From an optimization exercise on the open Yosys and OpenROAD flow, aimed at small area, a short achievable clock period and few clock cycles per item; shortcuts taken in it are not production practice.
At most, simulation tests tie the RTL to the original design; equivalence was not proved.
Power and IR drop assume default switching activity.

Setup of 08-07:
// three_fan_duty_ramp_unit
module three_fan_duty_ramp_unit (
  input  logic        clk,
  input  logic        rst,
  input  logic        cfg_we,
  input  logic [15:0] cfg_data,
  input  logic        s_tvalid,
  output logic        s_tready,
  input  logic [15:0] s_tdata,    
  input  logic [3:0]  s_tuser,    
  output logic        m_tvalid,
  input  logic        m_tready,
  output logic [31:0] m_tdata,    
  output logic [1:0]  m_tuser     
);
Size: ~77 I/O pins, about 30000 sq um of cells after synthesis.
Settings: LEC_CHECK=0, CAP_MARGIN=20, CORE_MARGIN=2, CORE_UTILIZATION=40, PLACE_DENSITY=0.6, SETUP_SLACK_MARGIN=4.0, SLEW_MARGIN=20; clock period 7.5 ns.
standard.sh (not shown) runs the stock make flow with config.mk's settings and CLKGATE_MAP_FILE= SYNTH_SCRIPT=/design/flow/synth_recipe.tcl, a recipe that flattens the netlist after the stock synthesis.
==> flow/flow/run.sh <==
#!/bin/bash
# Standard layout, except that the port buffers are sky130_fd_sc_hd__buf_4
# instead of the delay buffer buffer_ports picks on its own. Every input and
# output port still gets its buffer. The whole make output goes to
# standard.log in the work folder (ORFS keeps its per-step logs under orfs/).
set -euo pipefail
export BUFFER_PORTS_ARGS="-buffer_cell sky130_fd_sc_hd__buf_4"
bash standard.sh > standard.log 2>&1
The flow did not stop early for 08-07: all stages ran, and the layout cleared the timing, DRC and antenna checks.
diff inputs: 08-07 => 01-15
-- flow/design.v --
<<< 08-07, line 8
  localparam logic [16:0] ELAPSED_MAX = 17'h1FFFF;
  localparam logic [2:0] PH_IDLE = 3'd0;   
  localparam logic [2:0] PH_MOD1 = 3'd1;   
  localparam logic [2:0] PH_MOD2 = 3'd2;   
  localparam logic [2:0] PH_INIT = 3'd3;   
>>> 01-15, line 8
  localparam logic [16:0] ELAPSED_MAX = 17'h1FFFF;
  localparam logic [2:0] PH_IDLE = 3'd0;   
  localparam logic [2:0] PH_MOD2 = 3'd2;   
  localparam logic [2:0] PH_INIT = 3'd3;   
<<< 08-07, line 217
  end
  assign mag_norm = mag << (4'd8 - mag_top);
  logic [12:0] mod_z;
  logic [8:0]  mod_r;
  logic [11:0] mod_c [4];
  assign mod_z = {er[15:10], 6'd0} - {5'd0, er[15:10], 2'd0} + {7'd0, er[15:10]} + {3'd0, er[9:0]};
  for (genvar k = 0; k < 4; k++) begin : g_modc
    logic [11:0] off;
    always_comb begin
>>> 01-15, line 216
  end
  assign mag_norm = mag << (4'd8 - mag_top);
  logic [11:0] fold_hi;
  logic [12:0] fold_z;
  always_comb begin
    case (s_tdata[15:12])
      4'd0:  fold_hi = 12'd0;
      4'd1:  fold_hi = 12'd244;
      4'd2:  fold_hi = 12'd488;
      4'd3:  fold_hi = 12'd732;
      4'd4:  fold_hi = 12'd976;
      4'd5:  fold_hi = 12'd1220;
      4'd6:  fold_hi = 12'd1464;
      4'd7:  fold_hi = 12'd1708;
      4'd8:  fold_hi = 12'd1952;
      4'd9:  fold_hi = 12'd2196;
      4'd10: fold_hi = 12'd2440;
      4'd11: fold_hi = 12'd2684;
      4'd12: fold_hi = 12'd2928;
      4'd13: fold_hi = 12'd3172;
      4'd14: fold_hi = 12'd3416;
      default: fold_hi = 12'd3660;
    endcase
  end
  assign fold_z = {1'b0, fold_hi} + {1'b0, s_tdata[11:0]};
  logic [8:0]  mod_r;
  logic [11:0] mod_c [5];
  for (genvar k = 0; k < 5; k++) begin : g_modc
    logic [11:0] off;
    always_comb begin
<<< 08-07, line 229
        3'd2:    off = 12'(122 - 321 * k);
        3'd3:    off = 12'(183 - 321 * k);
        default: off = 12'(244 - 321 * k);
      endcase
    end
>>> 01-15, line 249
        3'd2:    off = 12'(122 - 321 * k);
        3'd3:    off = 12'(183 - 321 * k);
        3'd4:    off = 12'(244 - 321 * k);
        3'd5:    off = 12'(305 - 321 * k);
        3'd6:    off = 12'(366 - 321 * k);
        default: off = 12'(427 - 321 * k);
      endcase
    end
<<< 08-07, line 235
  end
  always_comb begin
    if (!mod_c[3][11])      mod_r = mod_c[3][8:0];
    else if (!mod_c[2][11]) mod_r = mod_c[2][8:0];
    else if (!mod_c[1][11]) mod_r = mod_c[1][8:0];
>>> 01-15, line 258
  end
  always_comb begin
    if (!mod_c[4][11])      mod_r = mod_c[4][8:0];
    else if (!mod_c[3][11]) mod_r = mod_c[3][8:0];
    else if (!mod_c[2][11]) mod_r = mod_c[2][8:0];
    else if (!mod_c[1][11]) mod_r = mod_c[1][8:0];
<<< 08-07, line 267
    end else begin
      if (set_acc) begin
        phase <= (fan_in == 2'd1 || s_tdata == tfdr_pkg::PASSTHROUGH) ?
                 tfdr_pkg::PH_MOD2 : tfdr_pkg::PH_MOD1;
        bg    <= 1'b0;
      end else if (rst_go && bg) begin
>>> 01-15, line 291
    end else begin
      if (set_acc) begin
        phase <= tfdr_pkg::PH_MOD2;
        bg    <= 1'b0;
      end else if (rst_go && bg) begin
<<< 08-07, line 280
              bg    <= 1'b1;
            end
          end
          tfdr_pkg::PH_MOD1: begin
            phase <= tfdr_pkg::PH_MOD2;
          end
          tfdr_pkg::PH_MOD2, tfdr_pkg::PH_INIT: begin
>>> 01-15, line 303
              bg    <= 1'b1;
            end
          end
          tfdr_pkg::PH_MOD2, tfdr_pkg::PH_INIT: begin
<<< 08-07, line 327
  always_ff @(posedge clk) begin
    case (phase)
      tfdr_pkg::PH_MOD1: begin
        er <= {3'b000, mod_z};
      end
      tfdr_pkg::PH_MOD2, tfdr_pkg::PH_INIT: begin
        if (!(phase == tfdr_pkg::PH_MOD2 && hold)) begin
>>> 01-15, line 347
  always_ff @(posedge clk) begin
    case (phase)
      tfdr_pkg::PH_MOD2, tfdr_pkg::PH_INIT: begin
        if (!(phase == tfdr_pkg::PH_MOD2 && hold)) begin
<<< 08-07, line 359
    endcase
    if (set_acc) begin
      er <= s_tdata;
    end
  end
>>> 01-15, line 376
    endcase
    if (set_acc) begin
      er <= (fan_in == 2'd1) ? s_tdata : {3'b000, fold_z};
    end
  end
Results
- The detailed placement HPWL number comes out lower for 01-15 vs 08-07.
- 08-07 → 01-15: clock tree cell share of total cell area held steady, instance count after placement with tap cells included shrank by 0.88%, switching share of power shrank by 0.39 points.
- Portion of the layout cell area used by non-clock buffers up 1.4 points in 01-15 wrt 08-07
- The number of synthesized register bits on 08-07 is in line with that on 01-15.
- Post-route core utilization: 01-15 higher than 08-07
- Against 08-07, 01-15 reports a count of buffer and inverter cells on the critical path that is higher.
No functional check of the RTL was part of any run of this note.

---

Another version of the RTL of three_fan_duty_ramp_unit (not shown whole).
For scale: ~3300 cells after synthesis, roughly 400 flip-flops, ~77 I/O pins.
clock: 7.5 ns
lec_check: 0
cap_margin: 20
core_margin: 2
core_utilization: 40
place_density: 0.6
setup_slack_margin: 4.0
slew_margin: 20
Scripts as last shown in full above: flow/flow/run.sh
Testbench counts at the start, summed over its fixed seeds: cycles 8,734, items 2,684.
Then changed:
--- a/flow/design.v
+++ b/flow/design.v
@@ -92,18 +92,16 @@
   logic [2:0]  dirty;
   logic        bg;      
   logic        spass;   
   logic [15:0] er;      
   logic [15:0] em;      
   logic [8:0]  eb;      
   logic [8:0]  eq;      
   logic        esg;     
-  logic [10:0] tsel;    
-  logic [10:0] psel;    
   logic [18:0] ed1;     
   logic [18:0] ed2;     
   logic        pend;
   logic [1:0] cmd;
   logic [1:0] fan_in;
   logic       acc;
   logic       tick_acc;
   logic       rst_acc;
@@ -137,28 +135,28 @@
   always_ff @(posedge clk) begin
     if (rst) begin
       dur <= '0;
     end else if (cfg_we) begin
       dur <= cfg_data;
     end
   end
   always_ff @(posedge clk) begin
+    ed1 <= {2'b00, elapsed} - {3'b000, dur};
+    ed2 <= {2'b00, elapsed} - {2'b00, dur, 1'b0};
+  end
+  always_ff @(posedge clk) begin
     if (rst) begin
       elapsed <= '0;
     end else if (rst_acc) begin
       elapsed <= '0;
     end else if (tick_go && elapsed != tfdr_pkg::ELAPSED_MAX) begin
       elapsed <= elapsed + 1'b1;
     end
   end
-  always_ff @(posedge clk) begin
-    ed1 <= {2'b00, elapsed} - {3'b000, dur};
-    ed2 <= {2'b00, elapsed} - {2'b00, dur, 1'b0};
-  end
   logic        tk_c  [3];
   logic [16:0] tk_e  [3];
   logic [9:0]  tk_a  [3];
   logic [9:0]  tk_y  [3];
   logic [9:0]  fy_w  [3];
   assign fy_w[0] = fy0;
   assign fy_w[1] = {1'b0, fy1};
   assign fy_w[2] = fy2;
@@ -179,18 +177,18 @@
   logic [10:0] sel_p;
   logic [10:0] dif_a;
   logic [10:0] dif_b;
   logic        mag_neg;
   logic [8:0]  mag;
   assign last  = (cnt == 4'd0);
   assign sel_t   = tv[efan];
   assign sel_p   = pv[efan];
-  assign dif_a   = tsel - psel;
-  assign dif_b   = psel - tsel;
+  assign dif_a   = sel_t - sel_p;
+  assign dif_b   = sel_p - sel_t;
   assign mag_neg = dif_a[10];
   assign mag     = mag_neg ? dif_b[8:0] : dif_a[8:0];
   tfdr_divider u_div (
     .rem    (er),
     .mrem   (em),
     .mbit   (mbit),
     .ela    (elapsed),
     .ed1    (ed1),
@@ -233,17 +231,17 @@
     end else if (spass) begin
       new_t = (efan == 2'd2) ? 11'h7FF : 11'd51;
     end else begin
       new_t = {2'b00, mod_r};
     end
   end
   logic [9:0]  fin_y;
   logic [16:0] fin_e;
-  assign fin_y = psel[9:0] + (esg ? -{1'b0, eq} : {1'b0, eq});
+  assign fin_y = sel_p[9:0] + (esg ? -{1'b0, eq} : {1'b0, eq});
   assign fin_e = {1'b0, er} + {1'b1, ~em};
   logic [1:0] pick;
   always_comb begin
     if (dirty[0])      pick = 2'd0;
     else if (dirty[1]) pick = 2'd1;
     else               pick = 2'd2;
   end
   always_ff @(posedge clk) begin
@@ -306,18 +304,16 @@
     end
   end
   always_ff @(posedge clk) begin
     case (phase)
       tfdr_pkg::PH_MOD1: begin
         er <= {3'b000, mod_z};
       end
       tfdr_pkg::PH_MOD2, tfdr_pkg::PH_INIT: begin
-        tsel  <= (phase == tfdr_pkg::PH_MOD2) ? new_t : sel_t;
-        psel  <= (phase == tfdr_pkg::PH_MOD2) ? sel_t : sel_p;
         er    <= '0;
         em    <= dur - 1'b1;
         eq    <= '0;
         cnt   <= 4'd8;
         first <= 1'b1;
         mbit  <= 1'b1;
       end
       tfdr_pkg::PH_STEP: begin
@@ -447,15 +443,15 @@
         pend <= 1'b1;
       end else if (tick_go) begin
         pend <= 1'b0;
       end
     end
   end
   logic [28:0] data_r;
   always_ff @(posedge clk) begin
-    if (tick_go) begin
+    if (out_free) begin
       data_r  <= {t2x ? 10'd0 : ramp[2], t1x ? 9'd0 : ramp[1][8:0], ramp[0]};
       m_tuser <= {t2x, t1x};
     end
   end
   assign m_tdata = {3'b000, data_r};
 endmodule
Outcome: Fmax is lower by a little under a tenth. Global-route usage is higher by 0.37 points. Utilization is higher by 1.3 points. Clock power is lower by a few percent. Design area is higher slightly. Power is higher by a little under a tenth. Clock-buffer cell count is higher by 5.
For the second run of this note, only the layout was checked, not whether the RTL still works.

## afterwards: timing with drivers on the ports
Ports are ideal in the flow. The routed layouts listed here were re-timed in OpenROAD.
Step 1 assumes that a clkbuf_16 drives the clock port and a buf_2 every other input.
Step 2, shift: input delay + t, output delay - t, t = (earliest + latest rising clock arrival at the registers) / 2. This alone moves slack from input paths to output paths.
Slacks: ideal / step 1 / step 2; pairs: ideal / step 1.
| run | t, ns | setup WS [ns] | latest minus earliest clock arrival (ns) | slew at the worst register clock pin (ns) |
|---|---|---|---|---|
| 08-07 | 0.661 | 3.729 / 3.729 / 3.508 | 0.036 / 0.036 | 0.06 / 0.06 |
| 01-15 | 0.671 | 3.538 / 3.538 / 3.388 | 0.037 / 0.036 | 0.06 / 0.06 |
| the first run of note 2 | 0.646 | 3.975 / 3.975 / 3.597 | 0.028 / 0.028 | 0.07 / 0.07 |
| the second run of note 2 | 0.676 | 3.657 / 3.657 / 3.408 | 0.054 / 0.054 | 0.06 / 0.06 |
After both steps setup and hold are still met in every run listed. For the first run of note 2, which loses most, drivers alone change the setup slack by 0.000 ns; drivers and shift together by -0.378 ns.
